This design comes from an exercise in tuning for small area and a short achievable clock period on the open sky130 flow, not from production work.
In this exercise RTL edits were held to simulation tests only and were not proved equivalent to the original.

Setup of run 1:
Design gpio_to_axis_mux_fifo, start of the top module:
module gpio_to_axis_mux_fifo #(
    parameter int NUM_CH     = 4,
    parameter int DATA_WIDTH = 32,
    parameter int DEPTH      = 16,
    parameter int WEN_EDGE   = 1,
    parameter int BURST_LEN  = 8
) (
    input  logic                         clk,
    input  logic                         rst_n,
    input  logic                         clr,
    input  logic [NUM_CH-1:0]            wen,
    input  logic [NUM_CH*DATA_WIDTH-1:0] wdata,
    output logic [NUM_CH-1:0]            overflow,
    output logic [DATA_WIDTH-1:0]        m_axis_tdata,
    output logic [gpio_axis_pkg::ch_width(NUM_CH)-1:0] m_axis_tdest,
    output logic                         m_axis_tlast,
    output logic                         m_axis_tvalid,
    input  logic                         m_axis_tready
);
    localparam int CH_W = gpio_axis_pkg::ch_width(NUM_CH);
    logic [NUM_CH-1:0]                 nonempty, nonempty_nx;
    logic [NUM_CH-1:0]                 pop;
    logic [NUM_CH-1:0][DATA_WIDTH-1:0] dout;
    logic [NUM_CH-1:0]     rr_oh, rr_nx;    
    logic [NUM_CH-1:0]     gnt_oh, gnt_nx;  
    logic [CH_W-1:0]       gnt;
    logic [DATA_WIDTH-1:0] gnt_data;
    logic                  gnt_vld, load, flush;
    for (genvar i = 0; i < NUM_CH; i++) begin : g_ch
        gpio_axis_chan_fifo #(
            .DATA_WIDTH (DATA_WIDTH),
            .DEPTH      (DEPTH),
            .WEN_EDGE   (WEN_EDGE)
        ) u_fifo (
            .clk         (clk),
            .rst_n       (rst_n),
            .clr         (clr),
  ...
==> flow/config.mk <==
export PLATFORM = sky130hd
export DESIGN_NAME = gpio_to_axis_mux_fifo
export DESIGN_NICKNAME = gpio_to_axis_mux_fifo
export VERILOG_FILES = /design/flow/design.v
export SDC_FILE = /design/flow/constraint.sdc
export NUM_CORES = 4
export LEC_CHECK = 0
export ABC_CLOCK_PERIOD_IN_PS = 2400
export CAP_MARGIN = 20
export CORE_MARGIN = 2
export CORE_UTILIZATION = 40
export CTS_CLUSTER_DIAMETER = 100
export CTS_CLUSTER_SIZE = 25
export SETUP_SLACK_MARGIN = 2.6
export SLEW_MARGIN = 20
==> flow/constraint.sdc <==
create_clock -name core_clock -period 5.0 [get_ports {clk}]
set_input_delay 1.0000 -clock core_clock [delete_from_list [all_inputs] [get_ports {clk}]]
set_output_delay 1.0000 -clock core_clock [all_outputs]
set_load 0.01 [all_outputs]
run.sh (not shown) runs the stock make flow with config.mk's settings and CLKGATE_MAP_FILE= SYNTH_SCRIPT=/design/flow/synth_recipe.tcl, a recipe that flattens the netlist after the stock synthesis.
Run 1 was carried through to the last stage, and its layout satisfied the timing, design-rule and antenna checks.
[inputs] run 2 vs run 1
- an added TNS_END_PERCENT of 20
==> comparison <==
Run 2: via count lower than run 1
Per the comparison of run 2 with run 1, number of combinational gates with multiple inputs closely matched the old numbers, fraction of area in multi-input gates decreased by 0.52 points relative to the old numbers.
Inputs modified between run 2 and run 3:
- clearing TNS_END_PERCENT, which used to be 20
==> flow/flow/run.sh (new file) <==
#!/bin/bash
# Standard ORFS layout (the standard.sh, standard synthesis unchanged) with
# two knobs passed through the environment:
#  - port buffers are plain buf_4 cells instead of the delay-cell buffers that
#    buffer_ports picks by default;
#  - clock tree synthesis without dummy loads, with larger sink clusters.
set -euo pipefail
export BUFFER_PORTS_ARGS="-buffer_cell sky130_fd_sc_hd__buf_4"
export CTS_ARGS="-sink_clustering_enable -repair_clock_nets -dont_use_dummy_load -sink_clustering_size 25 -sink_clustering_max_diameter 100"
bash standard.sh > standard_flow.log 2>&1
==> flow/standard.sh (new file) <==
#!/bin/bash
# synth_recipe.tcl (not shown) runs the flow's synth.tcl, then flattens the netlist and writes it again
# the make line also repeats each setting of config.mk as NAME=value (left out here)
make -C /OpenROAD-flow-scripts/flow DESIGN_CONFIG=/design/flow/config.mk WORK_HOME=/design/flow/orfs CLKGATE_MAP_FILE= SYNTH_SCRIPT=/design/flow/synth_recipe.tcl "${@:-finish}"
removed: flow/run.sh
Notes after the runs:
- Run 3 finished end to end and its layout was clean on timing, DRC and antenna.
- The lower headroom to the max-slew limit came out of run 2.
- Count of clock-buffer cells in the layout (lower): run 3
- Of run 3 and run 2, run 3 shows the higher total area of multi-input combinational cells, with run 2 below it.
- g_ch[2].u_fifo.rsel[4] as the start point of the critical path was reported by run 3, and g_ch[2].u_fifo.rsel[0] by run 2.
- Comparing run 3 and run 2, the lower wire length was measured on run 2.
- In run 3 the highest fanout seen on the critical path turned out 1 lower than in run 2.
- Relative to run 2, largest stage delay on the critical path decreased by 240 ps in run 3.
- Looking at run 3 and run 2, the final cell count is a wash.

==> afterwards: timing with drivers on the ports <==
The results above use ideal ports. As a check the final layouts listed here were re-extracted and re-timed, cells and wires unchanged. Step 1 assumes that a clkbuf_16 drives the clock port and a buf_2 every other input. Step 2, shift: input delay + t, output delay - t, t = (earliest + latest rising clock arrival at the registers) / 2. This alone moves slack from input paths to output paths. a / b / c = ideal / step 1 / step 2; a / b = the first two.
| run | t, ns | setup WS [ns] | worst hold slack (ns) |
|---|---|---|---|
| run 1 | 0.867 | 2.266 / 2.266 / 1.771 | 0.480 / 0.468 / 0.480 |
| run 2 | 0.863 | 2.159 / 2.159 / 1.467 | 0.478 / 0.478 / 0.478 |
| run 3 | 0.836 | 2.302 / 2.302 / 2.012 | 0.488 / 0.439 / 0.488 |
After both steps every run listed still meets setup and hold. For run 2, which loses most, drivers alone change the setup slack by 0.000 ns; drivers and shift together by -0.692 ns.
